Source: an optimization exercise on an open RTL-to-GDS flow (aim: small area and a short achievable clock period). Production flows keep margins and buffers that such runs may drop. The RTL was checked by simulation tests, not by an equivalence proof against the original design. No activity file was given, so power comes from the tool's default toggle rates.

File: design/flow/design.v
package float_accum_pkg;
  localparam logic [1:0] MODE_SUM = 2'd0;
  localparam logic [1:0] MODE_MAX = 2'd1;
  localparam logic [1:0] MODE_MIN = 2'd2;
  typedef struct packed {
    logic nan;
    logic pinf;
    logic ninf;
  } flags_t;
  function automatic int unsigned acc_width(int unsigned exp_w, int unsigned man_w,
                                            int unsigned guard_w);
    acc_width = (32'd1 << exp_w) + man_w + guard_w;
  endfunction
  function automatic int unsigned exp_bias(int unsigned exp_w);
    exp_bias = (32'd1 << (exp_w - 1)) - 32'd1;
  endfunction
  function automatic int unsigned exp_max(int unsigned exp_w);
    exp_max = (32'd1 << exp_w) - 32'd1;
  endfunction
  function automatic logic [127:0] nan_const(int unsigned exp_w, int unsigned man_w);
    logic [127:0] v;
    v = (128'(exp_max(exp_w)) << man_w) | (128'd1 << (man_w - 1));
    nan_const = v;
  endfunction
  function automatic logic [127:0] inf_const(logic sign, int unsigned exp_w,
                                             int unsigned man_w);
    logic [127:0] v;
    v = (128'(sign) << (exp_w + man_w)) | (128'(exp_max(exp_w)) << man_w);
    inf_const = v;
  endfunction
endpackage
module clz #(
  parameter int unsigned DATA_W = 32,
  localparam int unsigned CNT_W = $clog2(DATA_W + 1)
) (
  input  logic [DATA_W-1:0] data,
  output logic [CNT_W-1:0]  count
);
  always_comb begin
    count = CNT_W'(DATA_W);
    for (int unsigned i = 0; i < DATA_W; i++) begin
      if (data[i]) count = CNT_W'(DATA_W - 1 - i);
    end
  end
endmodule
module float_fixed_decode #(
  parameter int unsigned EXP_W = 8,
  parameter int unsigned MAN_W = 23,
  parameter int unsigned ACC_W = 287,
  localparam int unsigned DATA_W = 1 + EXP_W + MAN_W
) (
  input  logic [DATA_W-1:0]       data,
  output logic signed [ACC_W-1:0] value,
  output float_accum_pkg::flags_t flags
);
  logic             sign;
  logic [EXP_W-1:0] exp_f;
  logic [MAN_W-1:0] man;
  logic [EXP_W-1:0] shift;
  logic [ACC_W-1:0] mag;
  assign {sign, exp_f, man} = data;
  always_comb begin
    flags = '0;
    value = '0;
    shift = (exp_f == '0) ? '0 : exp_f - EXP_W'(1);
    mag   = ACC_W'({exp_f != '0, man}) << shift;
    if (exp_f == '1) begin
      flags.nan  = (man != '0);
      flags.pinf = (man == '0) && !sign;
      flags.ninf = (man == '0) && sign;
    end else begin
      value = sign ? -mag : mag;
    end
  end
endmodule
module float_accum_multi #(
  parameter int unsigned EXP_W    = 8,
  parameter int unsigned MAN_W    = 23,
  parameter int unsigned GUARD_W  = 8,
  parameter int unsigned STRIDE_W = 16,
  parameter int unsigned DELAY_W  = 7,
  localparam int unsigned DATA_W  = 1 + EXP_W + MAN_W
) (
  input  logic                clk,
  input  logic                rst_n,
  input  logic                run,
  input  logic                running,
  input  logic [STRIDE_W-1:0] strideMinusOne,
  input  logic [DELAY_W-1:0]  delay0,
  input  logic [1:0]          mode,
  input  logic [DATA_W-1:0]   in0,
  output logic [DATA_W-1:0]   out0,
  output logic                done
);
  localparam int unsigned ACC_W = 288;
  localparam int unsigned NBLK  = 9;     
  logic [15:0] cnt_q;
  logic        start;
  assign start = (cnt_q == '0);
  always_ff @(posedge clk or negedge rst_n) begin
    if (!rst_n)       cnt_q <= '0;
    else if (run)     cnt_q <= 16'(delay0);
    else if (running) cnt_q <= start ? strideMinusOne : cnt_q - 16'd1;
  end
  logic        is_mm, is_min;      
  logic        wmm0, wmin0;        
  logic        s0, h0, emax0;
  logic [7:0]  e0, eff0;
  logic [22:0] f0;
  logic [85:0] sh0, sh1;
  logic [54:0] chunk0;
  assign is_mm  = start ? (mode == 2'd1 || mode == 2'd2) : wmm0;
  assign is_min = start ? (mode == 2'd2) : wmin0;
  assign {s0, e0, f0} = in0;
  assign emax0 = &e0;
  assign h0    = |e0;
  assign eff0  = {e0[7:1], e0[0] | ~h0};
  assign sh0   = {{31{s0}}, {1'b1, f0} ^ {24{s0}}, {31{s0}}} << {e0[4:1], 1'b0};
  assign sh1   = eff0[0] ? {sh0[84:0], s0} : sh0;
  always_comb begin
    chunk0     = sh1[85:31];
    chunk0[24] = h0 ? sh1[55] : s0;
    if (is_mm) chunk0 = {23'd0, in0};
  end
  always_ff @(posedge clk or negedge rst_n) begin
    if (!rst_n) begin
      wmm0  <= 1'b0;
      wmin0 <= 1'b0;
    end else if (running) begin
      wmm0  <= is_mm;
      wmin0 <= is_min;
    end
  end
  logic [54:0] x1;        
  logic        xs1;       
  logic [NBLK-1:0] lo1;   
  logic [NBLK-1:0] hi1;   
  logic [NBLK-1:0] fa1;   
  logic [NBLK-1:0] fb1;   
  logic [2:0]  fl1;       
  logic        mm1, min1, start1, v1, pst1;
  logic        ld1;       
  logic        clr;       
  always_ff @(posedge clk) begin
    x1     <= (running & ~emax0) ? chunk0 : 55'd0;    
    xs1    <= running & s0 & ~emax0 & ~is_mm;
    for (int k = 0; k < NBLK; k++) begin
      lo1[k] <= (int'(eff0[7:5]) == k);
      hi1[k] <= (int'(eff0[7:5]) == k - 1);
      fa1[k] <= running & s0 & ~emax0 & ~is_mm & (int'(eff0[7:5]) != k) & (int'(eff0[7:5]) != k - 1);
      fb1[k] <= running & s0 & ~emax0 & ~is_mm & (int'(eff0[7:5]) != k);
    end
    fl1    <= {emax0 & |f0, emax0 & ~|f0 & ~s0, emax0 & ~|f0 & s0};
    mm1    <= is_mm;
    min1   <= is_min;
    start1 <= start;
  end
  always_ff @(posedge clk or negedge rst_n) begin
    if (!rst_n) begin
      v1   <= 1'b0;
      pst1 <= 1'b0;
      ld1  <= 1'b0;
    end else begin
      v1  <= running;
      ld1 <= running & (start | (clr & ~v1));
      if (running) pst1 <= start;
    end
  end
  logic [ACC_W-1:0] acc;
  logic [2:0]       flg;
  logic             wmm;
  logic             ldz, lt, repl;
  logic [ACC_W-1:0] acc_in, addend, sum;
  logic [31:0]      m, kx, km;
  logic             cin;
  assign ldz   = ld1;
  assign cin   = xs1;
  always_comb begin
    for (int k = 0; k < NBLK; k++) begin
      for (int i = 0; i < 23; i++)
        addend[32*k + i] = (lo1[k] & x1[i]) | (hi1[k] & x1[32 + i]) | fa1[k];
      for (int i = 23; i < 32; i++)
        addend[32*k + i] = (lo1[k] & x1[i]) | fb1[k];
    end
  end
  assign acc_in = ldz ? '0 : acc;
  always_comb begin
    logic [ACC_W-1:0] g, p, c;
    g = acc_in & addend;
    p = acc_in ^ addend;
    g[0] = g[0] | (p[0] & cin);
    for (int l = 0; l < 9; l++)
      for (int i = (2 << l) - 1; i < ACC_W; i += (2 << l)) begin
        g[i] = g[i] | (p[i] & g[i - (1 << l)]);
        p[i] = p[i] & p[i - (1 << l)];
      end
    for (int l = 8; l >= 0; l--)
      for (int i = (3 << l) - 1; i < ACC_W; i += (2 << l)) begin
        g[i] = g[i] | (p[i] & g[i - (1 << l)]);
        p[i] = p[i] & p[i - (1 << l)];
      end
    sum[0] = acc_in[0] ^ addend[0] ^ cin;
    for (int i = 1; i < ACC_W; i++) sum[i] = acc_in[i] ^ addend[i] ^ g[i-1];
  end
  assign m    = acc[31:0];
  assign kx   = x1[31] ? ~x1[31:0] : {1'b1, x1[30:0]};
  assign km   = m[31] ? ~m : {1'b1, m[30:0]};
  assign lt   = kx < km;
  assign repl = v1 & (start1 | (min1 ? lt : ~lt));
  always_ff @(posedge clk) begin
    acc[ACC_W-1:32] <= sum[ACC_W-1:32];
    acc[31:0]       <= mm1 ? (repl ? x1[31:0] : m) : sum[31:0];
  end
  always_ff @(posedge clk or negedge rst_n) begin
    if (!rst_n) begin
      clr <= 1'b1;
      flg <= '0;
      wmm <= 1'b0;
    end else if (v1) begin
      clr <= 1'b0;
      wmm <= mm1;
      flg <= start1 ? fl1 : (flg | fl1);
    end
  end
  logic            sg;
  logic [NBLK-1:0] bor, nz, oh;
  logic [7:0]      gn [NBLK];   
  logic [7:0]      g8, gl;      
  logic [63:0]     win;
  logic [31:0]     top, above;
  logic [3:0]      tg;
  logic [4:0]      fine;
  logic [3:0]      bidx;
  logic            los, wst;
  logic [55:0]     w8;
  assign sg = acc[ACC_W-1];
  always_comb begin
    for (int k = 0; k < NBLK; k++) begin
      for (int g = 0; g < 8; g++)
        gn[k][g] = sg ? ~&acc[32*k + 4*g +: 4] : |acc[32*k + 4*g +: 4];
      bor[k] = |acc[32*k +: 32];
    end
    gn[0][6] = 1'b1;
    for (int k = 0; k < NBLK; k++) nz[k] = |gn[k];
    for (int k = 0; k < NBLK; k++) begin
      oh[k] = nz[k];
      for (int j = k + 1; j < NBLK; j++) if (nz[j]) oh[k] = 1'b0;
    end
    win  = '0;
    g8   = '0;
    bidx = '0;
    los  = 1'b0;
    for (int k = 0; k < NBLK; k++) begin
      if (oh[k]) begin
        win[63:32] = acc[32*k +: 32];
        if (k > 0) win[31:0] = acc[32*(k-1) +: 32];
        g8   = gn[k];
        bidx = 4'(k);
        for (int j = 0; j + 1 < k; j++) if (bor[j]) los = 1'b1;
      end
    end
    top = win[63:32] ^ {32{sg}};
    if (oh[0]) top[24] = 1'b1;
    for (int g = 0; g < 8; g++) begin
      gl[g] = g8[g];
      for (int j = g + 1; j < 8; j++) if (g8[j]) gl[g] = 1'b0;
    end
    tg = '0;
    fine[4:2] = '0;
    for (int g = 0; g < 8; g++)
      if (gl[g]) begin
        tg        = top[4*g +: 4];
        fine[4:2] = 3'(g);
      end
    fine[1:0] = tg[3] ? 2'd3 : tg[2] ? 2'd2 : tg[1] ? 2'd1 : 2'd0;
    above[31] = 1'b0;
    for (int i = 30; i >= 0; i--) above[i] = above[i+1] | top[i+1];
    wst = |win[7:0];
    for (int j = 0; j < 31; j++) if (above[j] && win[j+8]) wst = 1'b1;
  end
  logic [31:0] w32;
  assign w8  = win[63:8] ^ {56{sg}};
  assign w32 = 32'(w8 >> {fine[4:3], 3'd0});
  logic        nanr, spec_d, sgm;
  assign nanr   = flg[2] | (flg[1] & flg[0]);
  assign spec_d = clr | |flg;
  assign sgm    = m[31] & |m[30:0];
  logic        sgn_d, st_d;
  logic [8:0]  q_d;
  logic [31:0] w_d;
  always_comb begin
    if (wmm) begin
      sgn_d = sgm;
      q_d   = {1'b0, m[30:23]} + 9'd24;
      w_d   = 32'({1'b0, m[22:0], 1'b0}) << m[25:23];    
      st_d  = 1'b1;
    end else begin
      sgn_d = sg;
      q_d   = {bidx, fine};
      w_d   = w32;
      st_d  = los | wst;
    end
  end
  localparam int unsigned R_W = 1 + 9 + 32 + 1 + 1 + 4;
  logic [R_W-1:0] r_q, r_d;
  logic           sgn3, st3, mm3, spec3, spec_s3, spec_e3, spec_n3, last3;
  logic [8:0]     q3;
  logic [31:0]    w3;
  assign r_d = (v1 & start1)
             ? {sgn_d, q_d, w_d, st_d, wmm, spec_d, ~clr, ~clr & nanr, ~clr & ~nanr & flg[0]}
             : r_q;
  always_ff @(posedge clk) begin
    r_q <= r_d;
    if (running) {sgn3, q3, w3, st3, mm3, spec3, spec_e3, spec_n3, spec_s3} <= r_d;
  end
  always_ff @(posedge clk or negedge rst_n) begin
    if (!rst_n)       last3 <= 1'b0;
    else if (running) last3 <= pst1;
  end
  logic [2:0]  sh;
  logic [31:0] ws;
  logic [24:0] fld;
  logic        c1, ci, tie, cout, hid;
  logic [23:0] tt, pre;
  logic [22:0] man;
  logic [9:0]  e0v, e1v, e2v;
  logic [7:0]  ex;
  logic        ovf;
  logic [31:0] res;
  assign sh  = q3[2:0];
  assign ws  = w3 >> sh;
  assign fld = ws[24:0];
  assign c1  = sgn3 & ~st3;
  assign ci  = c1 | fld[0];
  assign tie = (fld[0] ^ c1) & ~st3;
  assign tt  = fld[24:1];
  always_comb begin
    logic [23:0] a;
    a = {tt[22:0], 1'b1};
    for (int d = 1; d < 24; d = d * 2)
      for (int i = 23; i >= d; i--) a[i] = a[i] & a[i-d];
    pre = a;
  end
  assign cout = ci & pre[23] & tt[23];
  assign man  = (tt[22:0] ^ ({23{ci}} & pre[22:0])) & ~{22'd0, tie};
  assign hid  = tt[23] ^ (ci & pre[23]);
  assign e0v = {1'b0, q3} - 10'd24;
  assign e1v = {1'b0, q3} - 10'd23;
  assign e2v = {1'b0, q3} - 10'd22;
  assign ex  = cout ? e2v[7:0] : hid ? e1v[7:0] : e0v[7:0];
  assign ovf = ~mm3 & (q3 >= 9'd278);
  assign res = spec3 ? {spec_s3, {8{spec_e3}}, spec_n3, 22'd0}
             : ovf   ? {sgn3, 8'hFF, 23'd0}
             :         {sgn3, ex, man};
  always_ff @(posedge clk) begin
    if (running) out0 <= res;
  end
  always_ff @(posedge clk or negedge rst_n) begin
    if (!rst_n)       done <= 1'b0;
    else if (running) done <= last3;
  end
endmodule
File: design/flow/constraint.sdc
create_clock -name core_clock -period 10.0 [get_ports {clk}]
set_input_delay 2.0000 -clock core_clock [delete_from_list [all_inputs] [get_ports {clk}]]
set_output_delay 2.0000 -clock core_clock [all_outputs]
set_load 0.01 [all_outputs]
File: design/flow/run.sh
#!/bin/bash
# synth_recipe.tcl (not shown) runs the flow's synth.tcl, then flattens the netlist and writes it again
# the make line also repeats each setting of config.mk as NAME=value (left out here)
make -C /OpenROAD-flow-scripts/flow DESIGN_CONFIG=/design/flow/config.mk WORK_HOME=/design/flow/orfs CLKGATE_MAP_FILE= SYNTH_SCRIPT=/design/flow/synth_recipe.tcl finish
File: design/flow/config.mk
export PLATFORM = sky130hd
export DESIGN_NAME = float_accum_multi
export DESIGN_NICKNAME = float_accum_multi
export VERILOG_FILES = /design/flow/design.v
export SDC_FILE = /design/flow/constraint.sdc
export NUM_CORES = 4
export LEC_CHECK = 0
export CAP_MARGIN = 20
export CORE_MARGIN = 2
export CORE_UTILIZATION = 35
export PLACE_DENSITY = 0.5
export SETUP_SLACK_MARGIN = 5
export SLEW_MARGIN = 20
export TNS_END_PERCENT = 10
==> out/results.txt, run 1 <==
Core Rows -> 134
Worst-Margin Slew -> 1.35 ns
Mapped Area -> 47100 um^2
detailed-route via count -> 47300
post-synth top area cell -> dfxtp_1
status -> no timing/DRC/antenna violations
yosys warns -> 2
hold buffers post-CTS -> 0
post-synth cell types -> 96
initial antenna violation count -> 12
Routed Antenna Nets -> 0
largest family of logic cells by synthesized area -> compound AO/OA/AOI/OAI gates
Setup crit end kind -> flip-flop
global-route wire length before repair -> 326 mm
worst hold path class -> flip-flop to flip-flop
core area -> 133000 um^2
Initial Util -> 35.3%
Final Max Tran Viols -> 0
Area growth, synth to finish -> 23.4%
drc violations -> 0
crit-path max FO -> 17
fmax -> 189 MHz
worst reg2reg setup slack -> 4.72 ns
crit start category -> flip-flop
Hold Fails Final Rpt -> 0
Period minus WS final -> 5.28 ns
non-filler cells, final -> 7627
Avg WL per Cell -> 31.0 um
FF-to-FF path depth -> 18
design area -> 58100 um^2
Static Leakage -> 24.5 nW
H-tree depth -> 3
RSZ-0062 raised after global routing -> true
Clock Latency Late Sink -> 0.71 ns
layout cells sized above 1 -> 18.0%
Synth Area in XOR/XNOR -> 5.99%
Tcrit/Tclk final -> 52.8%
post-synthesis compound-gate area fraction -> 24.2%
GR Overflow Total -> 0
Die Ht -> 371 um
Max VDD drop -> 130 uV
clk root buf -> clkbuf_16
Crit Reg-Reg Startpoint -> acc[287]$_DFF_P_
Slew headroom -> 9.23%
Buffers on Ports -> 93
final core utilization -> 43.5%
worst hold stages -> 1
r2r endpoint -> w3[24]$_DFFE_PP_
initial drt markers -> 5730
maxcap violations -> 0
Top FF cell, synth -> dfxtp_1
Worst Hold End -> r_q[42]$_DFF_P_
routed vias/inst -> 6.20
endpoints failing setup -> 0
drt pass-1 iters -> 7
GRT Total Usage -> 33.1%
PD cells -> 304 nW/um^2
Hold Startpoint -> r_q[42]$_DFF_P_
Synth Instances -> 5645
clk sinks -> 529
synthesized net count -> 6180
Adder-Cell Fraction of Synth Area -> 14.9%
Post-synth EDFFs -> 112
Placed Instances -> 7228
clock-pin transition on the worst setup and hold timing paths -> 0.06 ns
Final TNS setup -> 0 ns
DIE AREA -> 137000 um^2
post-DP HPWL -> 167 mm
Worst Setup Path Type -> flip-flop to flip-flop
Tot Pwr -> 17.7 mW
RD Place Congestion -> 1.01
clk_skew -> 0.0309 ns
most common cell after layout, fill and taps aside -> nand2_1
vias in the first global route -> 43700
most frequent cells in the layout -> nand2_1 (452), inv_1 (442), dfxtp_1 (350)
DP Area -> 49700 um^2
Synth Area in Simple Gates -> 17.9%
Worst Path Arrival -> 5.68 ns
CTS tree -> done
Seq cells post-synth -> 529
critical path required time -> 10.40 ns
Synth area leaders -> dfxtp_1 (17%), ha_1 (8.7%), edfxtp_1 (7.1%), fa_1 (6.2%), xnor2_1 (4.6%)
area share of the leading cell type in the synthesized netlist -> 16.6%
clock buffer count from CTS -> 71
WL final -> 237 mm
register area share after synthesis -> 25.2%
io pins -> 94
syn avg cell area -> 8.34 um^2
share of flip-flops with an asynchronous set or reset -> 5.29%
CTS Buffer Depth -> 3
pin count of the biggest net entering global routing -> 72
final net count -> 6326
multiplexer area fraction after synthesis -> 4.84%
die width -> 371 um
[final cells by class]
type	count	area, um^2
Clock buffer	104	2130
Tap cell	1768	2210
Timing Repair Buffer	477	4900
Inverter	450	1700
Clock inverter	27	218
Fill cell	13300	75400
Sequential cell	529	11900
Antenna cell	10	25.0
Multi-Input combinational cell	4262	35000
[Yosys cell counts (80+ instances only)]
| master | count |
|---|---|
| o22ai_1 | 81 |
| o21ai_0 | 268 |
| clkbuf_1 | 289 |
| fa_1 | 145 |
| nor2_1 | 292 |
| nand4_1 | 101 |
| dfxtp_1 | 389 |
| mux2i_1 | 131 |
| nand2b_1 | 156 |
| ha_1 | 329 |
| nor2b_1 | 199 |
| nand2_1 | 464 |
| buf_1 | 80 |
| edfxtp_1 | 112 |
| a21o_1 | 203 |
| nand3_1 | 105 |
| inv_1 | 447 |
| a221o_1 | 207 |
| a21oi_1 | 371 |
| xnor2_1 | 248 |
[layer usage]
| metal | routed length [um] | part of all wire, % | GRT usage, % |
|---|---|---|---|
| met1 | 96000 | 41 | 43.7 |
| met2 | 97600 | 41 | 48.4 |
| met3 | 23900 | 10 | 7.52 |
| met4 | 19100 | 8.1 | 21.2 |
| met5 | 57 | 0.024 | 0 |
[how the worst max path moves through the flow]
stage | start | end | slack, ns
floorplan | q3[1]$_DFFE_PP_ | out0[29]$_DFFE_PP_ | 4.05
global placement | acc[287]$_DFF_P_ | w3[26]$_DFFE_PP_ | 2.42
detailed placement | ld1$_DFF_PN0_ | acc[251]$_DFF_P_ | 2.32
CTS | hi1[6]$_DFF_P_ | acc[287]$_DFF_P_ | 4.73
global route | ld1$_DFF_PN0_ | acc[223]$_DFF_P_ | 4.65
finish | acc[287]$_DFF_P_ | w3[24]$_DFFE_PP_ | 4.72
[flip-flops by register name, summed over array words and instances, names as in the netlist, 3 cells and up]
signal	flops
x1	55
hi1	8
cnt_q	16
out0	32
fb1	8
q3	9
fl1	3
w3	32
fa1	7
r_q	48
acc	288
flg	3
[kinds of logic (layout without fill, tap and decap cells)]
kind of cell               Yosys count  count (layout)
xor gates and xnor gates           320             320
AOI/OAI and AO/OA                 1637            1638
muxes                              194             194
and+or+nand+nor                   1635            1636
other                                0              10
DFF                                529             529
buffers and inverters              856            1058
adders and majority gates          474             474
[power breakdown]
| group | total, mW | switching [mW] | internal, mW |
|---|---|---|---|
| Combinational | 10.1 | 5.81 | 4.25 |
| Clock | 2.60 | 1.11 | 1.49 |
| Sequential | 5.00 | 1.81 | 3.18 |
[worst max-delay path: stages, from the launching register on]
cell      delay, ns
dfxtp_4        0.41
buf_8          0.16
or4_4          0.54
mux2i_4        0.26
nand4_1        0.15
buf_6          0.16
nor4_4         0.35
buf_12         0.23
nand3_4        0.21
nor3_2         0.44
buf_4          0.30
nand2_1        0.07
a31oi_1        0.49
nor2_1         0.25
xnor2_1        0.18
nor2_1         0.10
a21oi_1        0.09
a211oi_2       0.38
o21ai_0        0.21
[metrics by stage]
step | hold WS [ns] | worst slack, ns
floorplan | 0.413 | 4.05
global placement | 0.428 | 2.42
detailed placement | 0.438 | 2.32
CTS | 0.455 | 4.73
global route | 0.472 | 4.65
finish | 0.453 | 4.72
[repair_timing]
action                                  CTS  global route
pin swaps                               105           138
gates cloned                             19            12
endpoints found under the setup margin  363           259
resized for setup                       410           268
setup buffers                           118           108
==> run 2: changes to the inputs <==
--- a/design/flow/config.mk
+++ b/design/flow/config.mk
@@ -8,7 +8,9 @@
 export CAP_MARGIN = 20
 export CORE_MARGIN = 2
 export CORE_UTILIZATION = 35
+export CTS_BUF_LIST = sky130_fd_sc_hd__clkbuf_8
+export CTS_CLUSTER_SIZE = 20
 export PLACE_DENSITY = 0.5
 export SETUP_SLACK_MARGIN = 5
 export SLEW_MARGIN = 20
-export TNS_END_PERCENT = 10
+export TNS_END_PERCENT = 0
==> run 2 against run 1 <==
Still clean on timing, DRC and antenna; global-route usage is 0.39 points lower; clock power shrank 8.8%; fmax shrank 5.2%; setup slack worse by 0.29 ns; design area decreased by 5.4%; core utilization shrank 2.3 points; total power is 5.9% lower; non-clock buffer count down 153; first-iteration DRC count decreased by 5.2%; critical endpoint is now st3$_DFFE_PP_.
==> out/results.txt, run 2 <==
DIE AREA -> 137000 um^2
clock buffer count from CTS -> 105
Core Rows -> 134
Post-synth EDFFs -> 112
GR Overflow Total -> 0
endpoints failing setup -> 0
share of flip-flops with an asynchronous set or reset -> 5.29%
Final TNS setup -> 0 ns
Period minus WS final -> 5.57 ns
yosys warns -> 2
synthesized net count -> 6180
status -> no timing/DRC/antenna violations
crit start category -> flip-flop
Max stage delay cell, worst path -> or4_1
Hold Fails Final Rpt -> 0
Clock Latency Late Sink -> 0.86 ns
initial drt markers -> 5430
synth cell count leaders -> nand2_1 (464), inv_1 (447), dfxtp_1 (389)
Worst Path Arrival -> 6.11 ns
most common cell after layout, fill and taps aside -> inv_1
Biggest register -> acc
Worst-Margin Slew -> 1.35 ns
clock-pin transition on the worst setup and hold timing paths -> 0.06 ns
core area -> 133000 um^2
crit-path max cell delay -> 0.72 ns
register area share after synthesis -> 25.2%
vias in the first global route -> 43500
Crit Reg-Reg Startpoint -> acc[161]$_DFF_P_
RD Place Congestion -> 1.01
most frequent CP cell -> buf_4
clk sinks -> 529
post-DP HPWL -> 167 mm
initial antenna violation count -> 11
drc violations -> 0
Static Leakage -> 23.3 nW
clk root buf -> clkbuf_8
Synth Instances -> 5645
most frequent cell after synthesis -> nand2_1
post-synth cell types -> 96
Tcrit/Tclk final -> 55.7%
Avg WL per Cell -> 30.4 um
CP delay by family, top -> compound AO/OA/AOI/OAI gates
Mapped Area -> 47100 um^2
pin count of the biggest net entering global routing -> 72
WP buf/inv -> 3
Area growth, synth to finish -> 16.8%
Worst Setup Path Type -> flip-flop to flip-flop
CTS Buffer Depth -> 3
H-tree depth -> 3
GRT Total Usage -> 32.7%
final net count -> 6207
Seq cells post-synth -> 529
Die Ht -> 371 um
DP Area -> 49700 um^2
number of flip-flops under the largest register name -> 288
Worst Setup SP -> acc[161]$_DFF_P_
Routed Antenna Nets -> 0
Final Max Tran Viols -> 0
critical path required time -> 10.54 ns
routed vias/inst -> 6.14
die width -> 371 um
Synth area leaders -> dfxtp_1 (17%), ha_1 (8.7%), edfxtp_1 (7.1%), fa_1 (6.2%), xnor2_1 (4.6%)
maxcap violations -> 0
Tot Pwr -> 16.6 mW
detailed-route via count -> 46300
most frequent cells in the layout -> inv_1 (484), nand2_1 (457), dfxtp_1 (356)
io pins -> 94
Buffers on Ports -> 93
WL final -> 229 mm
design area -> 55000 um^2
Max VDD drop -> 118 uV
CTS tree -> done
Top FF cell, synth -> dfxtp_1
PD cells -> 302 nW/um^2
clk_skew -> 0.0563 ns
global-route wire length before repair -> 323 mm
hold buffers post-CTS -> 0
Initial Util -> 35.3%
biggest regs -> acc (288), x1 (55), r_q (48)
drt pass-1 iters -> 6
post-synth top area cell -> dfxtp_1
layout cells sized above 1 -> 13.6%
critical path, cell by cell -> or4_1 > o22ai_2 > nand4_1 > buf_4 > nor2_1 > buf_4 > nor3_2 > buf_4 > a221o_1 > a221oi_1 > a21oi_1 > a221oi_2 > nor2_1 > or4_1 > nor4_2 > a31oi_1
Setup crit end kind -> flip-flop
Slew headroom -> 9.08%
crit-path max FO -> 11
syn avg cell area -> 8.34 um^2
worst hold path class -> flip-flop to flip-flop
Hold Startpoint -> r_q[42]$_DFF_P_
RSZ-0062 raised after global routing -> true
fmax -> 180 MHz
area share of the leading cell type in the synthesized netlist -> 16.6%
run 2: layer usage:
metal / global-route usage (%) / part of all wire (%) / wire, um / vias up
li1: - / - / - / 20600
met1: 43.3 / 42 / 95400 / 22500
met2: 47.4 / 41 / 94700 / 2506
met3: 7.55 / 9.6 / 22100 / 609
met4: 21.1 / 7.5 / 17100 / 4
met5: 0 / 0.019 / 43 / -
run 2: cell families after synthesis:
logic type / count (synthesis) / share of synthesized area, %
buffers and inverters: 856 / 6.98
AO/OA/AOI/OAI: 1637 / 24.2
flip-flops: 529 / 25.2
AND/OR/NAND/NOR: 1635 / 17.9
XOR/XNOR: 320 / 5.99
multiplexers: 194 / 4.84
adder cells (fa/ha/maj): 474 / 14.9
run 2: repair_timing:
item,4_1_cts,5_1_grt
buffers inserted,75,19
endpoints found under the hold margin,0,0
resized for setup,316,69
setup endpoints to repair,362,287
pin swaps,70,45
cloned,10,1
run 2: worst paths after layout:
check | endpoint | slack [ns] | cells past startpoint
setup / recovery | st3$_DFFE_PP_ | 4.43 | 16
hold / removal | r_q[42]$_DFF_P_ | 0.45 | 1
setup reg to reg | st3$_DFFE_PP_ | 4.43 | 16
hold reg to reg | r_q[42]$_DFF_P_ | 0.45 | 1
max in group asynchronous | ld1$_DFF_PN0_ | 8.09 | 2
min in group asynchronous | cnt_q[0]$_DFFE_PN0P_ | 1.56 | 2
run 2: power by group:
part / total [mW] / internal [mW] / switching, mW
Combinational: 9.26 / 3.79 / 5.47
Sequential: 4.97 / 3.18 / 1.79
Clock: 2.37 / 1.27 / 1.11
Total: 16.6 / 8.23 / 8.37
run 2: cell type report:
| type | count | area (um^2) |
|---|---|---|
| Clock inverter | 70 | 443 |
| Multi-Input combinational cell | 4262 | 33700 |
| Inverter | 450 | 1690 |
| Sequential cell | 529 | 11900 |
| Antenna cell | 6 | 15.0 |
| Timing Repair Buffer | 324 | 3170 |
| Tap cell | 1768 | 2210 |
| Fill cell | 13600 | 78500 |
| Clock buffer | 128 | 1760 |
run 2: metrics by stage:
step           instances  util, %  hold slack, ns  setup WS (ns)
3_3_place_gp        7227     37.2           0.428           2.42
4_1_cts             7511     40.8           0.453           4.68
2_1_floorplan       5645        -           0.413           4.05
6_report            7537     41.2           0.449           4.43
3_5_place_dp        7228     37.2           0.438           2.32
5_1_grt             7532     41.2           0.473           4.46
==> run 3: changes to the inputs <==
==> design/flow/config.mk (replaced) <==
export PLATFORM = sky130hd
export DESIGN_NAME = float_accum_multi
export DESIGN_NICKNAME = float_accum_multi
export VERILOG_FILES = /design/flow/design.v
export SDC_FILE = /design/flow/constraint.sdc
export NUM_CORES = 4
export LEC_CHECK = 0
export ABC_AREA = 1
export CAP_MARGIN = 30
export CORE_MARGIN = 2
export CORE_UTILIZATION = 35
export PLACE_DENSITY = 0.5
export SETUP_SLACK_MARGIN = 5
export SLEW_MARGIN = 20
export TNS_END_PERCENT = 0
==> run 3 against run 2 <==
Cell count increased by 17%; sequential power decreased by 9.5%; highest routed layer unchanged; total power increased by 5.0%; first-iteration DRC count increased by 15%; sequential share of layout area decreased by 0.55 points; register-to-register slack got worse by 0.18 ns.
==> out/results.txt, run 3 <==
status -> no timing/DRC/antenna violations
maxcap violations -> 0
clk_skew -> 0.0462 ns
Seq cells post-synth -> 529
post-synth top area cell -> dfxtp_1
CTS tree -> done
Final TNS setup -> 0 ns
Setup crit end kind -> flip-flop
CTS Buffer Depth -> 3
Crit Reg-Reg Startpoint -> hi1[6]$_DFF_P_
Worst-Margin Slew -> 1.12 ns
most frequent cells in the layout -> nand2_1 (1244), inv_1 (984), nor2_1 (686)
GR Overflow Total -> 0
Hold Fails Final Rpt -> 0
final net count -> 7549
clock-pin transition on the worst setup and hold timing paths -> 0.06 ns
DIE AREA -> 138000 um^2
biggest regs -> acc (288), x1 (55), r_q (48)
most common cell after layout, fill and taps aside -> nand2_1
post-DP HPWL -> 188 mm
clock buffer count from CTS -> 71
PD cells -> 310 nW/um^2
Placed Instances -> 8510
Hold WS -> 0.452 ns
vias in the first global route -> 47600
drc violations -> 0
Hold Startpoint -> fl1[0]$_DFF_P_
share of flip-flops with an asynchronous set or reset -> 5.29%
number of flip-flops under the largest register name -> 288
Max VDD drop -> 169 uV
WL final -> 247 mm
global-route wire length before repair -> 349 mm
synth cell count leaders -> nand2_1 (1329), inv_1 (1010), nor2_1 (728)
hold buffers post-CTS -> 0
GRT Total Usage -> 35.3%
H-tree depth -> 3
syn avg cell area -> 6.85 um^2
Max stage delay cell, worst path -> dfxtp_1
clk sinks -> 529
pin count of the biggest net entering global routing -> 70
most frequent CP cell -> nand2_4
Static Leakage -> 27.0 nW
crit start category -> flip-flop
Tcrit/Tclk final -> 57.5%
endpoints failing setup -> 0
Clk pwr share -> 15.5%
setup ws final -> 4.25 ns
Avg WL per Cell -> 27.9 um
area share of the leading cell type in the synthesized netlist -> 16.5%
worst hold path class -> flip-flop to flip-flop
area taken by multi-input logic gates -> 31300 um^2
Mapped Area -> 47100 um^2
Final Max Tran Viols -> 0
Slew headroom -> 24.5%
switch share -> 53.0%
post-synth cell types -> 72
pre-CTS setup slack -> 1.27 ns
Worst Setup Path Type -> flip-flop to flip-flop
Sw Pwr -> 9.25 mW
initial antenna violation count -> 16
crit-path max FO -> 12
Top FF cell, synth -> dfxtp_1
critical path required time -> 10.56 ns
Buffers on Ports -> 93
initial drt markers -> 6222
layout cells sized above 1 -> 10.9%
combinational share of power -> 58.7%
register area share after synthesis -> 25.2%
sequential share of power -> 25.8%
Biggest register -> acc
io pins -> 94
Clock Latency Late Sink -> 0.72 ns
RSZ-0062 raised after global routing -> true
most frequent cell after synthesis -> nand2_1
RD Place Congestion -> 1.03
cell internal pwr -> 8.19 mW
Core Rows -> 134
Worst Setup SP -> hi1[6]$_DFF_P_
yosys warns -> 2
routed vias/inst -> 5.71
Initial Util -> 35.3%
detailed-route via count -> 50500
Routed Antenna Nets -> 0
Area growth, synth to finish -> 19.2%
crit-path max cell delay -> 0.70 ns
Tot Pwr -> 17.4 mW
synthesized net count -> 7415
Fill cells -> 14000
Synth area leaders -> dfxtp_1 (17%), nand2_1 (11%), ha_1 (8.7%), inv_1 (8.0%), edfxtp_1 (7.1%)
clk root buf -> clkbuf_16
Period minus WS final -> 5.75 ns
core area -> 134000 um^2
non-filler cells, final -> 8843
register area -> 11900 um^2
Post-synth EDFFs -> 112
Die Ht -> 371 um
Synth Instances -> 6880
drt pass-1 iters -> 8
fmax -> 174 MHz
Worst Path Arrival -> 6.31 ns
die width -> 371 um
[run 3: cell families (layout without fill, tap and decap cells)]
kind of cell             count (synthesis)  count (layout)  share of synthesized area, %
adder cells (fa/ha/maj)                474             474                          14.9
buffers and inverters                 1381            1566                          11.3
AO/OA/AOI/OAI                         1562            1562                          19.7
flip-flops                             529             529                          25.2
multiplexers                            23              23                         0.491
other                                    0               6                             0
XOR/XNOR                               288             288                          5.35
AND/OR/NAND/NOR                       2623            2627                          23.0
[run 3: path summary, 6_finish.rpt]
| path | to | slack, ns | cells after the start |
|---|---|---|---|
| hold / removal | flg[0]$_DFFE_PN0P_ | 0.45 | 2 |
| setup reg to reg | acc[287]$_DFF_P_ | 4.25 | 25 |
| max in group asynchronous | ld1$_DFF_PN0_ | 7.97 | 1 |
| hold reg to reg | flg[0]$_DFFE_PN0P_ | 0.45 | 2 |
| setup / recovery | acc[287]$_DFF_P_ | 4.25 | 25 |
| min in group asynchronous | cnt_q[4]$_DFFE_PN0P_ | 1.38 | 1 |
[run 3: final cells by class]
cell class                      instances  area share, %
Timing Repair Buffer                  398           7.55
Clock buffer                           96           3.49
Clock inverter                         32          0.793
Inverter                             1035           7.20
Tap cell                             1768           3.94
Antenna cell                            6         0.0267
Sequential cell                       529           21.1
Multi-Input combinational cell       4974           55.8
Timing Repair inverter                  5         0.0512
[run 3: worst max-delay path: cells and delay by family, from the launching register on]
kind            cells  cell delay [ns]
compound gates      4             1.87
flops               1             0.70
fa+ha+maj           2             0.76
simple gates       14             1.32
xor+xnor            2             0.30
buf+inv             3             0.61
[run 3: metal layers]
layer	up-vias	wire [um]	GRT usage [%]
li1	23100	-	-
met1	24500	109000	49.9
met2	2506	104000	52.6
met3	458	24500	7.19
met4	10	10000	13.4
met5	-	64	0
[run 3: per-stage QoR]
stage                     utilization, %  cell area (um^2)
after floorplan                        -             47300
after global placement              37.2             49700
after detailed placement            37.3             49800
after CTS                           41.9             56000
after global routing                42.0             56100
final                               42.0             56200
[run 3: power by group through the flow]
stage                     Combinational, mW  Sequential, mW  Clock (mW)
after detailed placement               9.20            4.47           0
after floorplan                        6.17            3.75           0
final                                  10.2            4.50        2.70
after global placement                 9.14            4.49           0
after CTS                              9.99            4.42        2.75
after global routing                   11.2            4.52        2.81
[run 3: repair_timing]
| action | in CTS | in global routing |
|---|---|---|
| resized for setup | 412 | 33 |
| setup buffers | 158 | 6 |
| endpoints found under the hold margin | 0 | 0 |
| cloned | 32 | 0 |
| endpoints found under the setup margin | 350 | 283 |
| pin swaps | 132 | 24 |
==> run 4: changes to the inputs <==
--- a/design/flow/design.v
+++ b/design/flow/design.v
@@ -320,11 +320,14 @@
   logic [2:0]  sh;
   logic [31:0] ws;
   logic [24:0] fld;
-  logic        c1, ci, tie, cout, hid;
-  logic [23:0] tt, pre;
+  logic        c1, ci, tie, cout, hid, lo1s, lo_all;
+  logic [23:0] tt;
+  logic [7:0]  all23, all24;
+  logic        a23, a24;
+  logic [11:0] lo_inc, hi_inc;
+  logic [11:0] lo_pre, hi_pre;
   logic [22:0] man;
-  logic [9:0]  e0v, e1v, e2v;
-  logic [7:0]  ex;
+  logic [7:0]  e0v, m1, m2, ex;
   logic        ovf;
   logic [31:0] res;
   assign sh  = q3[2:0];
@@ -335,19 +338,30 @@
   assign tie = (fld[0] ^ c1) & ~st3;
   assign tt  = fld[24:1];
   always_comb begin
-    logic [23:0] a;
-    a = {tt[22:0], 1'b1};
-    for (int d = 1; d < 24; d = d * 2)
-      for (int i = 23; i >= d; i--) a[i] = a[i] & a[i-d];
-    pre = a;
+    for (int k = 0; k < 8; k++) begin
+      all23[k] = &w3[k+1 +: 23];
+      all24[k] = &w3[k+1 +: 24];
+    end
   end
-  assign cout = ci & pre[23] & tt[23];
-  assign man  = (tt[22:0] ^ ({23{ci}} & pre[22:0])) & ~{22'd0, tie};
-  assign hid  = tt[23] ^ (ci & pre[23]);
-  assign e0v = {1'b0, q3} - 10'd24;
-  assign e1v = {1'b0, q3} - 10'd23;
-  assign e2v = {1'b0, q3} - 10'd22;
-  assign ex  = cout ? e2v[7:0] : hid ? e1v[7:0] : e0v[7:0];
+  assign a23 = all23[sh];
+  assign a24 = all24[sh];
+  assign cout = ci & a24;
+  assign hid  = tt[23] ^ (ci & a23);
+  always_comb begin
+    lo_pre[0] = 1'b1;
+    for (int i = 1; i < 12; i++) lo_pre[i] = lo_pre[i-1] & tt[i-1];
+    hi_pre[0] = 1'b1;
+    for (int i = 1; i < 11; i++) hi_pre[i] = hi_pre[i-1] & tt[12+i-1];
+    hi_pre[11] = 1'b0;
+  end
+  assign lo_all = &tt[11:0];
+  assign lo_inc = tt[11:0] ^ ({12{ci}} & lo_pre);
+  assign hi_inc = {1'b0, tt[22:12]} ^ ({12{ci & lo_all}} & hi_pre);
+  assign man    = {hi_inc[10:0], lo_inc[11:1], lo_inc[0] & ~tie};
+  assign e0v = 8'(q3 - 9'd24);
+  assign m1  = e0v ^ (e0v + 8'd1);
+  assign m2  = e0v ^ (e0v + 8'd2);
+  assign ex  = e0v ^ ({8{hid}} & m1) ^ ({8{cout}} & m2);
   assign ovf = ~mm3 & (q3 >= 9'd278);
   assign res = spec3 ? {spec_s3, {8{spec_e3}}, spec_n3, 22'd0}
              : ovf   ? {sgn3, 8'hFF, 23'd0}
--- a/design/flow/config.mk
+++ b/design/flow/config.mk
@@ -5,7 +5,6 @@
 export SDC_FILE = /design/flow/constraint.sdc
 export NUM_CORES = 4
 export LEC_CHECK = 0
-export ABC_AREA = 1
 export CAP_MARGIN = 30
 export CORE_MARGIN = 2
 export CORE_UTILIZATION = 35
==> run 4 against run 3 <==
Synthesized area up 1.9%; register-to-register slack better by 0.46 ns; global-route usage down 3.5 points; design area about the same; critical path depth down 12; worst hold slack worse by 0.0052 ns; first-iteration DRC count up 1.6%; total power down 1.5%; clock skew up 0.012 ns; still clean on timing, DRC and antenna; routed wire length down 6.6%.
==> out/results.txt, run 4 <==
biggest regs -> acc (288), x1 (55), r_q (48)
die width -> 374 um
CP delay by family, top -> compound AO/OA/AOI/OAI gates
crit start category -> flip-flop
most frequent cells in the layout -> nand2_1 (454), inv_1 (450), dfxtp_1 (356)
post-DP HPWL -> 170 mm
synth cell count leaders -> nand2_1 (459), inv_1 (451), dfxtp_1 (389)
PD cells -> 306 nW/um^2
endpoints failing setup -> 0
maxcap violations -> 0
io pins -> 94
clk sinks -> 529
Buffers on Ports -> 93
drt pass-1 iters -> 10
Mapped Area -> 48000 um^2
layout cells sized above 1 -> 12.9%
syn avg cell area -> 8.37 um^2
clock buffer count from CTS -> 73
initial drt markers -> 6320
global-route wire length before repair -> 327 mm
crit-path max cell delay -> 0.73 ns
Max stage delay cell, worst path -> a222oi_1
clk root buf -> clkbuf_16
Synth Instances -> 5737
Clock Latency Late Sink -> 0.73 ns
Static Leakage -> 24.1 nW
GRT Total Usage -> 31.8%
yosys warns -> 2
Die Ht -> 374 um
number of flip-flops under the largest register name -> 288
GR Util met2 -> 47.8%
Worst Hold End -> r_q[4]$_DFF_P_
critical path, cell by cell -> or4_1 > o22ai_2 > nand4_1 > o211ai_1 > nor4_2 > buf_6 > a222oi_1 > a21oi_1 > a221o_1 > a2111o_1 > a2111o_1 > nor4_1 > a31oi_1
met3 usage -> 6.77%
Initial Util -> 35.4%
Seq cells post-synth -> 529
Setup crit end kind -> flip-flop
final core utilization -> 41.3%
Worst Setup Path Type -> flip-flop to flip-flop
GR Util met1 -> 43.2%
Crit Reg-Reg Startpoint -> acc[92]$_DFF_P_
Hold Fails Final Rpt -> 0
worst hold path class -> flip-flop to flip-flop
RSZ-0062 raised after global routing -> true
hold buffers post-CTS -> 0
register area -> 11900 um^2
Post-synth EDFFs -> 112
non-filler cells, final -> 7593
Final Max Tran Viols -> 0
most used routing layer -> met2
Area growth, synth to finish -> 16.9%
post-synth top area cell -> dfxtp_1
routed vias/inst -> 6.25
Final TNS setup -> 0 ns
vias in the first global route -> 45000
core area -> 136000 um^2
Tcrit/Tclk final -> 52.9%
synthesized net count -> 6273
DIE AREA -> 140000 um^2
share of flip-flops with an asynchronous set or reset -> 5.29%
clk_skew -> 0.0580 ns
Synth area leaders -> dfxtp_1 (16%), ha_1 (8.6%), edfxtp_1 (7.0%), fa_1 (6.0%), xnor2_1 (4.6%)
status -> no timing/DRC/antenna violations
r2r endpoint -> st3$_DFFE_PP_
pre-CTS setup slack -> 3.18 ns
final net count -> 6287
Hold Startpoint -> r_q[4]$_DFF_P_
area taken by multi-input logic gates -> 34300 um^2
crit-path max FO -> 30
clock-pin transition on the worst setup and hold timing paths -> 0.06 ns
Period minus WS final -> 5.29 ns
Core Rows -> 135
worst hold stages -> 2
GR Overflow Total -> 0
H-tree depth -> 3
RD Place Congestion -> 1.04
Worst Path Arrival -> 5.69 ns
CTS tree -> done
Routed Antenna Nets -> 0
area share of the leading cell type in the synthesized netlist -> 16.2%
Top FF cell, synth -> dfxtp_1
setup ws final -> 4.71 ns
Biggest register -> acc
most frequent cell after synthesis -> nand2_1
post-synth cell types -> 103
Worst-Margin Slew -> 1.12 ns
most common cell after layout, fill and taps aside -> nand2_1
pin count of the biggest net entering global routing -> 70
Slew headroom -> 24.5%
Placed Instances -> 7338
drc violations -> 0
initial antenna violation count -> 10
register area share after synthesis -> 24.7%
worst reg2reg setup slack -> 4.71 ns
Avg WL per Cell -> 30.4 um
WP buf/inv -> 1
FF-to-FF path depth -> 13
fmax -> 189 MHz
WL final -> 231 mm
most frequent CP cell -> a2111o_1
detailed-route via count -> 47500
CTS Buffer Depth -> 3
Fill cells -> 13700
critical path required time -> 10.41 ns
Max VDD drop -> 136 uV
[run 4: metal layers]
metal  routed length, um  part of all wire, %
met1               96900                   42
met2               98200                   43
met3               22100                  9.6
met4               13500                  5.9
met5                  63                0.027
[run 4: through the flow]
stage	cell area, um^2	hold slack, ns	total power, mW
2_1_floorplan	48000	0.408	10.2
3_3_place_gp	50600	0.432	13.5
3_5_place_dp	50700	0.438	13.5
4_1_cts	55400	0.451	16.8
5_1_grt	56100	0.478	18.2
6_report	56100	0.447	17.2
[run 4: how the worst max path moves through the flow]
stage                      from                 end  slack, ns  depth (start not counted)
3_5_place_dp      ld1$_DFF_PN0_    acc[219]$_DFF_P_       3.18                         19
5_1_grt           ld1$_DFF_PN0_    acc[110]$_DFF_P_       4.72                         21
6_report        acc[92]$_DFF_P_       st3$_DFFE_PP_       4.71                         13
4_1_cts           ld1$_DFF_PN0_    acc[287]$_DFF_P_       4.90                         20
3_3_place_gp   acc[287]$_DFF_P_    w3[25]$_DFFE_PP_       3.17                         16
2_1_floorplan   q3[1]$_DFFE_PP_  out0[22]$_DFFE_PP_       4.77                         18
[run 4: power breakdown]
group	switching, mW	internal [mW]
Combinational	5.70	3.84
Clock	1.12	1.57
Sequential	1.76	3.18
Total	8.58	8.59
[run 4: area by class of cell]
| cell class | instances | share of cell area (%) |
|---|---|---|
| diodes | 3 | 0.0134 |
| repair buffers | 357 | 6.42 |
| clock inverters | 29 | 0.555 |
| inverters | 455 | 3.06 |
| clock buffers | 104 | 3.74 |
| well taps | 1781 | 3.97 |
| multi-input cells | 4335 | 61.0 |
| flip-flops and latches | 529 | 21.2 |
[run 4: cell families (layout without fill, tap and decap cells)]
group                      Yosys count  count (layout)  share of synthesized area [%]
muxes                              207             207                           5.18
AOI/OAI and AO/OA                 1673            1673                           24.4
xor gates and xnor gates           329             329                           6.02
adders and majority gates          475             475                           14.6
DFF                                529             529                           24.7
and+or+nand+nor                   1651            1651                           18.0
buffers and inverters              873             945                           7.14
other                                0               3                              0
[run 4: tightest hold or removal path: stages, from the launching register on]
cell and delay [ns]:
dfxtp_1 0.30, nand2_1 0.05, nand2_1 0.06
[run 4: repair_timing]
| action | 4_1_cts | 5_1_grt |
|---|---|---|
| buffers inserted | 79 | 23 |
| endpoints found under the setup margin | 313 | 198 |
| pin swaps | 49 | 37 |
| cloned | 12 | 4 |
| resized for setup | 284 | 89 |
==> run 5: changes to the inputs <==
--- a/design/flow/config.mk
+++ b/design/flow/config.mk
@@ -11,4 +11,4 @@
 export PLACE_DENSITY = 0.5
 export SETUP_SLACK_MARGIN = 5
 export SLEW_MARGIN = 20
-export TNS_END_PERCENT = 0
+export TNS_END_PERCENT = 5
==> run 5 against run 4 <==
Core utilization increased by 1.2 points; clock power barely moved; still clean on timing, DRC and antenna; critical path type unchanged; critical endpoint is now w3[28]$_DFFE_PP_; combinational power rose by 6%.
==> out/results.txt, run 5 <==
status -> no timing/DRC/antenna violations
global-route wire length before repair -> 328 mm
most common cell after layout, fill and taps aside -> nand2_1
Max VDD drop -> 138 uV
Routed Antenna Nets -> 0
Seq cells post-synth -> 529
Worst Path Arrival -> 5.62 ns
combinational share of power -> 56.7%
clk sinks -> 529
Buffers on Ports -> 93
post-synth top area cell -> dfxtp_1
Slew headroom -> 23.9%
most frequent cell after synthesis -> nand2_1
Top FF cell, synth -> dfxtp_1
Worst Setup Path Type -> flip-flop to flip-flop
critical path, cell by cell -> buf_4 > buf_4 > nor4_2 > mux2i_2 > or4_4 > nor4_4 > buf_12 > buf_4 > nand4_4 > clkbuf_4 > o22ai_1 > a31oi_1 > a211oi_1 > a211oi_1 > xnor2_1 > o221ai_1 > nand2_1 > nand3_1
synth cell count leaders -> nand2_1 (459), inv_1 (451), dfxtp_1 (389)
GRT Total Usage -> 31.9%
core area -> 136000 um^2
io pins -> 94
cell internal pwr -> 8.87 mW
Static Leakage -> 24.8 nW
yosys warns -> 2
Biggest register -> acc
routed vias/inst -> 6.29
Post-synth EDFFs -> 112
fmax -> 193 MHz
H-tree depth -> 3
vias in the first global route -> 45100
Die Ht -> 374 um
final net count -> 6365
post-DP HPWL -> 170 mm
clock buffer count from CTS -> 73
Worst-Margin Slew -> 1.13 ns
crit-path max cell delay -> 0.65 ns
drc violations -> 0
most frequent cells in the layout -> nand2_1 (453), inv_1 (449), dfxtp_1 (348)
number of flip-flops under the largest register name -> 288
maxcap violations -> 0
pin count of the biggest net entering global routing -> 70
initial drt markers -> 5944
Sw Pwr -> 8.84 mW
endpoints failing setup -> 0
synthesized net count -> 6273
Clock Latency Late Sink -> 0.72 ns
register area share after synthesis -> 24.7%
biggest regs -> acc (288), x1 (55), r_q (48)
PD cells -> 306 nW/um^2
Final TNS setup -> 0 ns
detailed-route via count -> 48200
Core Rows -> 135
Period minus WS final -> 5.19 ns
RSZ-0062 raised after global routing -> true
Synth area leaders -> dfxtp_1 (16%), ha_1 (8.6%), edfxtp_1 (7.0%), fa_1 (6.0%), xnor2_1 (4.6%)
Setup crit end kind -> flip-flop
GR Overflow Total -> 0
initial antenna violation count -> 9
Tcrit/Tclk final -> 51.9%
Mapped Area -> 48000 um^2
drt pass-1 iters -> 9
non-filler cells, final -> 7670
crit-path max FO -> 6
RD Place Congestion -> 1.04
Initial Util -> 35.4%
CTS Buffer Depth -> 3
crit start category -> flip-flop
Area growth, synth to finish -> 20.4%
switch share -> 49.9%
most frequent CP cell -> buf_4
syn avg cell area -> 8.37 um^2
clk root buf -> clkbuf_16
Synth Instances -> 5737
clock-pin transition on the worst setup and hold timing paths -> 0.06 ns
Final Max Tran Viols -> 0
Clk pwr share -> 15.2%
clk_skew -> 0.0536 ns
CTS tree -> done
critical path required time -> 10.44 ns
sequential share of power -> 28.1%
die width -> 374 um
share of flip-flops with an asynchronous set or reset -> 5.29%
Avg WL per Cell -> 30.7 um
worst hold path class -> flip-flop to flip-flop
Max stage delay cell, worst path -> or4_4
DIE AREA -> 140000 um^2
post-synth cell types -> 103
layout cells sized above 1 -> 15.9%
Hold Fails Final Rpt -> 0
area share of the leading cell type in the synthesized netlist -> 16.2%
Placed Instances -> 7338
WL final -> 235 mm
run 5: cell counts after synthesis:
Identical to the previous run, type by type.
run 5: timing repair:
item | CTS | global route
hold buffers | 0 | 0
setup endpoints to repair | 313 | 197
gates resized for setup | 286 | 293
pin swaps | 51 | 110
buffers inserted | 85 | 87
cloned | 13 | 11
endpoints found under the hold margin | 0 | 0
run 5: layout make-up:
| type | instances | area, um^2 |
|---|---|---|
| fill | 13600 | 78000 |
| multi-input combinational | 4335 | 35100 |
| sequential | 529 | 11900 |
| timing repair buffer | 435 | 4440 |
| tap | 1781 | 2230 |
| clock buffer | 104 | 2100 |
| inverter | 455 | 1720 |
| clock inverter | 29 | 312 |
| antenna | 2 | 5.00 |
run 5: power by group through the flow:
stage	combinational, mW	clock [mW]	sequential, mW
after floorplan	6.42	0	3.74
after global placement	8.58	0	4.89
after detailed placement	8.66	0	4.87
after CTS	9.22	2.74	4.82
after global routing	10.9	2.82	4.95
final	10.1	2.69	4.97
run 5: kinds of logic (layout without fill, tap and decap cells):
family,after synthesis,after routing,synth area share (%)
AO/OA/AOI/OAI,1673,1673,24.4
AND/OR/NAND/NOR,1651,1651,18.0
buffers and inverters,873,1023,7.14
flip-flops,529,529,24.7
adder cells (fa/ha/maj),475,475,14.6
XOR/XNOR,329,329,6.02
multiplexers,207,207,5.18
other,0,2,0
run 5: path summary, 6_finish.rpt:
kind / to / slack [ns] / from / depth (start not counted)
max: w3[28]$_DFFE_PP_ / 4.81 / acc[287]$_DFF_P_ / 18
min: r_q[4]$_DFF_P_ / 0.45 / r_q[4]$_DFF_P_ / 2
min in group asynchronous: cnt_q[11]$_DFFE_PN0P_ / 1.70 / rst_n / 2
max in group asynchronous: clr$_DFFE_PN1P_ / 7.98 / rst_n / 2
min reg2reg: r_q[4]$_DFF_P_ / 0.45 / r_q[4]$_DFF_P_ / 2
max reg2reg: w3[28]$_DFFE_PP_ / 4.81 / acc[287]$_DFF_P_ / 18
run 5: layer usage:
metal / wire length, um / GRT usage (%) / vias up / share of wire (%)
li1: - / - / 21100 / -
met5: 24 / 0 / - / 0.010
met2: 99400 / 47.7 / 2750 / 42
met4: 14400 / 16.1 / 4 / 6.1
met3: 24200 / 6.80 / 652 / 10
met1: 97300 / 43.2 / 23700 / 41
run 5: metrics by stage:
stage | total power [mW] | utilization (%) | hold slack, ns | area [um^2] | setup slack [ns]
6_report | 17.7 | 42.6 | 0.447 | 57800 | 4.81
5_1_grt | 18.7 | 42.6 | 0.477 | 57800 | 4.83
4_1_cts | 16.8 | 40.9 | 0.451 | 55500 | 4.90
3_5_place_dp | 13.5 | 37.3 | 0.438 | 50700 | 3.18
3_3_place_gp | 13.5 | 37.3 | 0.432 | 50600 | 3.17
2_1_floorplan | 10.2 | - | 0.408 | 48000 | 4.77
run 5: critical path, delay by kind of cell (launching register included):
| kind | cells | cell delay (ns) |
|---|---|---|
| buffers and inverters | 5 | 0.93 |
| XOR/XNOR | 1 | 0.29 |
| AO/OA/AOI/OAI | 5 | 1.25 |
| AND/OR/NAND/NOR | 6 | 1.87 |
| multiplexers | 1 | 0.20 |
| flip-flops | 1 | 0.40 |
==> run 6: changes to the inputs <==
--- a/design/flow/config.mk
+++ b/design/flow/config.mk
@@ -7,8 +7,8 @@
 export LEC_CHECK = 0
 export CAP_MARGIN = 30
 export CORE_MARGIN = 2
-export CORE_UTILIZATION = 35
-export PLACE_DENSITY = 0.5
+export CORE_UTILIZATION = 45
+export PLACE_DENSITY = 0.6
 export SETUP_SLACK_MARGIN = 5
 export SLEW_MARGIN = 20
-export TNS_END_PERCENT = 5
+export TNS_END_PERCENT = 0
==> run 6 against run 5 <==
Cell count decreased by 6.2%; sequential power about the same; design area decreased by 4.4%; clock skew decreased by 0.019 ns; routed wire length decreased by 5.2%; via count decreased by 1.0%; largest power group unchanged; count of clock-buffer cells in the layout decreased by 7; synthesized area unchanged; non-clock buffer count decreased by 87; highest routed layer unchanged.
==> out/results.txt, run 6 <==
sequential share of power -> 29.0%
Final Max Tran Viols -> 0
status -> no timing/DRC/antenna violations
most frequent cell after synthesis -> nand2_1
worst reg2reg setup slack -> 4.62 ns
setup ws final -> 4.62 ns
syn avg cell area -> 8.37 um^2
clk sinks -> 529
Worst Setup SP -> acc[121]$_DFF_P_
Static Leakage -> 24.1 nW
Hold Fails Final Rpt -> 0
Routed Antenna Nets -> 0
RSZ-0062 raised after global routing -> true
crit start category -> flip-flop
Top FF cell, synth -> dfxtp_1
Die Ht -> 331 um
vias in the first global route -> 45100
Max VDD drop -> 147 uV
Seq cells post-synth -> 529
CTS tree -> done
Hold Startpoint -> r_q[4]$_DFF_P_
Final TNS setup -> 0 ns
global-route wire length before repair -> 319 mm
Worst-Margin Slew -> 1.08 ns
fmax -> 186 MHz
Post-synth EDFFs -> 112
Crit Reg-Reg Startpoint -> acc[121]$_DFF_P_
die width -> 331 um
clock buffer count from CTS -> 70
synth cell count leaders -> nand2_1 (459), inv_1 (451), dfxtp_1 (389)
pre-CTS setup slack -> 3.08 ns
Avg WL per Cell -> 31.0 um
Clk pwr share -> 15.7%
maxcap violations -> 0
Hold WS -> 0.444 ns
Setup crit end kind -> flip-flop
endpoints failing setup -> 0
Max stage delay cell, worst path -> or4_1
area share of the leading cell type in the synthesized netlist -> 16.2%
RD Place Congestion -> 1.05
final core utilization -> 52.4%
share of flip-flops with an asynchronous set or reset -> 5.29%
clk_skew -> 0.0347 ns
Sw Pwr -> 8.55 mW
drc violations -> 0
register area share after synthesis -> 24.7%
clk root buf -> clkbuf_16
CP delay by family, top -> compound AO/OA/AOI/OAI gates
CTS Buffer Depth -> 3
worst hold path class -> flip-flop to flip-flop
pin count of the biggest net entering global routing -> 71
Worst Path Arrival -> 5.77 ns
drt pass-1 iters -> 10
initial antenna violation count -> 9
switch share -> 50.0%
Tot Pwr -> 17.1 mW
Synth area leaders -> dfxtp_1 (16%), ha_1 (8.6%), edfxtp_1 (7.0%), fa_1 (6.0%), xnor2_1 (4.6%)
Period minus WS final -> 5.38 ns
cell internal pwr -> 8.57 mW
initial drt markers -> 5889
Initial Util -> 45.5%
core area -> 106000 um^2
critical path, cell by cell -> or4_1 > o22ai_2 > nand4_1 > buf_4 > buf_4 > a211oi_2 > buf_4 > nand4_2 > nand2_2 > o21ai_0 > a221oi_1 > o2111ai_2 > o21a_1 > a2111o_1 > nor4_1 > a31oi_1
layout cells sized above 1 -> 12.2%
most frequent CP cell -> buf_4
biggest regs -> acc (288), x1 (55), r_q (48)
Mapped Area -> 48000 um^2
most frequent cells in the layout -> nand2_1 (451), inv_1 (450), dfxtp_1 (363)
io pins -> 94
Synth Instances -> 5737
routed vias/inst -> 6.64
number of flip-flops under the largest register name -> 288
DIE AREA -> 109000 um^2
most common cell after layout, fill and taps aside -> nand2_1
Core Rows -> 119
critical path required time -> 10.39 ns
H-tree depth -> 3
crit-path max FO -> 9
final net count -> 6275
post-synth cell types -> 103
Clock Latency Late Sink -> 0.69 ns
WL final -> 223 mm
Slew headroom -> 27.5%
Fill cells -> 10100
clock-pin transition on the worst setup and hold timing paths -> 0.06 ns
yosys warns -> 2
Buffers on Ports -> 93
crit-path max cell delay -> 0.72 ns
combinational share of power -> 55.3%
detailed-route via count -> 47700
Area growth, synth to finish -> 15.1%
PD cells -> 310 nW/um^2
GRT Total Usage -> 40.0%
WP buf/inv -> 3
Biggest register -> acc
GR Overflow Total -> 0
post-synth top area cell -> dfxtp_1
Worst Setup Path Type -> flip-flop to flip-flop
post-DP HPWL -> 165 mm
Tcrit/Tclk final -> 53.8%
synthesized net count -> 6273
-- run 6: cell types whose count changed in the layout (fill, tap and decap cells not counted), sizes merged --
cell,previous run,this run
buf,325,251
clkbuf,118,98
bufinv,4,7
diode,2,5
inv,453,456
bufbuf,8,7
clkdlybuf4s15,0,1
clkinv,23,22
clkinvlp,4,3
-- run 6: path summary, 6_finish.rpt --
kind | to | depth (start not counted)
worst max-delay path | st3$_DFFE_PP_ | 16
worst min-delay path | r_q[4]$_DFF_P_ | 2
worst max register to register | st3$_DFFE_PP_ | 16
worst min register to register | r_q[4]$_DFF_P_ | 2
max in group asynchronous | clr$_DFFE_PN1P_ | 2
min in group asynchronous | done$_DFFE_PN0P_ | 2
-- run 6: per-layer routing --
| metal | share of wire (%) | vias up | track usage (%) |
|---|---|---|---|
| met4 | 7.0 | 10 | 23.9 |
| met2 | 42 | 2850 | 59.3 |
| met3 | 10 | 764 | 9.03 |
| li1 | - | 21000 | - |
| met1 | 40 | 23200 | 53.0 |
| met5 | 0.031 | - | 0 |
-- run 6: timing repair --
action                     CTS  global route
buffers inserted            82            10
setup endpoints to repair  345           248
cloned                       9             1
pin swaps                   46            26
hold buffers                 0             0
resized for setup          258            61
-- run 6: cell families after synthesis --
| kind of cell | Yosys count | share of synthesized area (%) |
|---|---|---|
| AO/OA/AOI/OAI | 1673 | 24.4 |
| XOR/XNOR | 329 | 6.02 |
| buffers and inverters | 873 | 7.14 |
| flip-flops | 529 | 24.7 |
| multiplexers | 207 | 5.18 |
| AND/OR/NAND/NOR | 1651 | 18.0 |
| adder cells (fa/ha/maj) | 475 | 14.6 |
-- run 6: final cells by class --
class,count,area (um^2),area share [%]
antenna,5,12.5,0.0226
multi-input combinational,4335,34100,61.6
timing repair buffer,348,3440,6.22
sequential,529,11900,21.5
clock buffer,97,1990,3.59
inverter,455,1720,3.11
clock inverter,33,418,0.756
tap,1391,1740,3.15
-- run 6: worst register-to-register path, delay by kind of cell, from the launching register on --
family                 cells  cell delay (ns)
AOI/OAI and AO/OA          8             2.23
buffers and inverters      3             0.57
DFF                        1             0.49
and+or+nand+nor            5             1.79
-- run 6: stage by stage --
stage,cell area [um^2],instances
2_1_floorplan,48000,5737
3_5_place_dp,50200,6955
5_1_grt,55300,7188
4_1_cts,54900,7176
3_3_place_gp,50100,6944
6_report,55300,7193
-- run 6: power by group through the flow --
stage                     clock network (mW)  logic [mW]  registers [mW]
after CTS                               2.72        9.11            4.81
after global routing                    2.80        10.3            4.91
final                                   2.69        9.46            4.95
after global placement                     0        8.54            4.89
after detailed placement                   0        8.65            4.87
after floorplan                            0        6.42            3.74
==> run 7: changes to the inputs <==
--- a/design/flow/config.mk
+++ b/design/flow/config.mk
@@ -7,8 +7,8 @@
 export LEC_CHECK = 0
 export CAP_MARGIN = 30
 export CORE_MARGIN = 2
-export CORE_UTILIZATION = 45
-export PLACE_DENSITY = 0.6
+export CORE_UTILIZATION = 35
+export PLACE_DENSITY = 0.62
 export SETUP_SLACK_MARGIN = 5
 export SLEW_MARGIN = 20
 export TNS_END_PERCENT = 0
==> run 7 against run 6 <==
Still clean; routed wire length increased by 5.2%; cell count increased by 5.7%; worst hold slack improved by 0.0099 ns; register-to-register slack improved by 0.16 ns; combinational power increased by 2%; die area increased by 28%; fmax increased by 3.1%; core utilization decreased by 11 points.
==> out/results.txt, run 7 <==
clk sinks -> 529
setup ws final -> 4.79 ns
CTS Buffer Depth -> 3
Worst-Margin Slew -> 0.960 ns
PD cells -> 307 nW/um^2
Mapped Area -> 48000 um^2
WP buf/inv -> 2
clk root buf -> clkbuf_16
Seq cells post-synth -> 529
crit-path max FO -> 31
most frequent cells in the layout -> nand2_1 (450), inv_1 (448), dfxtp_1 (347)
Synth Instances -> 5737
critical path required time -> 10.38 ns
status -> no timing/DRC/antenna violations
WL final -> 235 mm
pin count of the biggest net entering global routing -> 85
pre-CTS setup slack -> 2.94 ns
RSZ-0062 raised after global routing -> true
Post-synth EDFFs -> 112
Die Ht -> 374 um
drc violations -> 0
clk_skew -> 0.0441 ns
Worst Setup Path Type -> flip-flop to flip-flop
die width -> 374 um
final net count -> 6302
crit-path max cell delay -> 0.83 ns
Final TNS setup -> 0 ns
H-tree depth -> 3
endpoints failing setup -> 0
CTS tree -> done
synth cell count leaders -> nand2_1 (459), inv_1 (451), dfxtp_1 (389)
most common cell after layout, fill and taps aside -> nand2_1
clock buffer count from CTS -> 70
core area -> 136000 um^2
area share of the leading cell type in the synthesized netlist -> 16.2%
Core Rows -> 135
Fill cells -> 13500
Tot Pwr -> 17.3 mW
synthesized net count -> 6273
Worst Path Arrival -> 5.59 ns
GR Overflow Total -> 0
share of flip-flops with an asynchronous set or reset -> 5.29%
GRT Total Usage -> 32.0%
post-synth top area cell -> dfxtp_1
Buffers on Ports -> 93
Biggest register -> acc
post-DP HPWL -> 175 mm
worst hold path class -> flip-flop to flip-flop
Routed Antenna Nets -> 0
RD Place Congestion -> 1.08
Synth area leaders -> dfxtp_1 (16%), ha_1 (8.6%), edfxtp_1 (7.0%), fa_1 (6.0%), xnor2_1 (4.6%)
Area growth, synth to finish -> 17.3%
critical path, cell by cell -> or4_1 > o22ai_4 > nand4_1 > nor2_2 > buf_8 > mux2_2 > o221ai_1 > o21ai_1 > a222oi_1 > xnor2_2 > buf_4 > o21ai_0 > o211a_1 > nor4_1 > a31oi_1
maxcap violations -> 0
Slew headroom -> 35.3%
CP delay by family, top -> compound AO/OA/AOI/OAI gates
register area share after synthesis -> 24.7%
Max stage delay cell, worst path -> a222oi_1
Hold Fails Final Rpt -> 0
DP Area -> 50600 um^2
DIE AREA -> 140000 um^2
clock-pin transition on the worst setup and hold timing paths -> 0.06 ns
yosys warns -> 2
Tcrit/Tclk final -> 52.1%
hold buffers post-CTS -> 0
routed vias/inst -> 6.36
syn avg cell area -> 8.37 um^2
biggest regs -> acc (288), x1 (55), r_q (48)
most frequent cell after synthesis -> nand2_1
Top FF cell, synth -> dfxtp_1
Clock Latency Late Sink -> 0.68 ns
Static Leakage -> 24.3 nW
initial antenna violation count -> 11
Max VDD drop -> 161 uV
Period minus WS final -> 5.21 ns
detailed-route via count -> 48400
post-synth cell types -> 103
number of flip-flops under the largest register name -> 288
io pins -> 94
Final Max Tran Viols -> 0
layout cells sized above 1 -> 13.7%
crit start category -> flip-flop
Initial Util -> 35.4%
Hold WS -> 0.454 ns
vias in the first global route -> 45300
Setup crit end kind -> flip-flop
fmax -> 192 MHz
global-route wire length before repair -> 329 mm
design area -> 56400 um^2
initial drt markers -> 6371
Avg WL per Cell -> 30.9 um
drt pass-1 iters -> 10
run 7: routing by layer:
metal	part of all wire, %	vias to the layer above	global-route usage (%)
li1	-	21000	-
met1	40	23700	42.1
met2	42	2962	47.7
met3	11	693	6.43
met4	7.5	4	20.2
met5	0.015	-	0
run 7: final cells by class:
cell class	instances	area, um^2	area share (%)
multi-input cells	4336	34500	61.1
flip-flops and latches	529	11900	21.2
repair buffers	374	3710	6.59
well taps	1781	2230	3.95
clock buffers	104	2070	3.68
inverters	455	1720	3.06
clock inverters	22	229	0.406
diodes	1	2.50	0.00444
run 7: power breakdown:
| part | switching (mW) | internal, mW |
|---|---|---|
| logic | 5.71 | 3.91 |
| clock network | 1.07 | 1.51 |
| registers | 1.91 | 3.18 |
run 7: stage by stage:
stage,cells,utilization [%]
floorplan,5737,-
global placement,7316,37.2
detailed placement,7326,37.3
CTS,7544,40.7
global route,7601,41.5
finish,7602,41.5
run 7: cell families (layout without fill, tap and decap cells):
group	after synthesis	after routing	share of synthesized area [%]
and+or+nand+nor	1651	1652	18.0
DFF	529	529	24.7
other	0	1	0
muxes	207	207	5.18
buffers and inverters	873	955	7.14
adders and majority gates	475	475	14.6
AOI/OAI and AO/OA	1673	1673	24.4
xor gates and xnor gates	329	329	6.02
run 7: worst paths after layout:
path	slack, ns	startpoint	depth (start not counted)	endpoint
setup / recovery	4.79	acc[44]$_DFF_P_	15	st3$_DFFE_PP_
hold / removal	0.45	r_q[32]$_DFF_P_	1	r_q[32]$_DFF_P_
setup reg to reg	4.79	acc[44]$_DFF_P_	15	st3$_DFFE_PP_
hold reg to reg	0.45	r_q[32]$_DFF_P_	1	r_q[32]$_DFF_P_
max in group asynchronous	7.91	rst_n	2	clr$_DFFE_PN1P_
min in group asynchronous	1.76	rst_n	2	cnt_q[9]$_DFFE_PN0P_
run 7: what timing repair did:
action | 4_1_cts | 5_1_grt
setup endpoints to repair | 335 | 218
resized for setup | 296 | 135
gates cloned | 7 | 6
pin swaps | 63 | 57
buffers inserted | 85 | 46

Setup slack of run 7, layout unchanged: 4.788 ns with ideal ports, 4.788 ns with driving cells assumed (clock clkbuf_16, inputs buf_2), 4.513 ns with port delays also shifted by the 0.742 ns mid clock arrival.
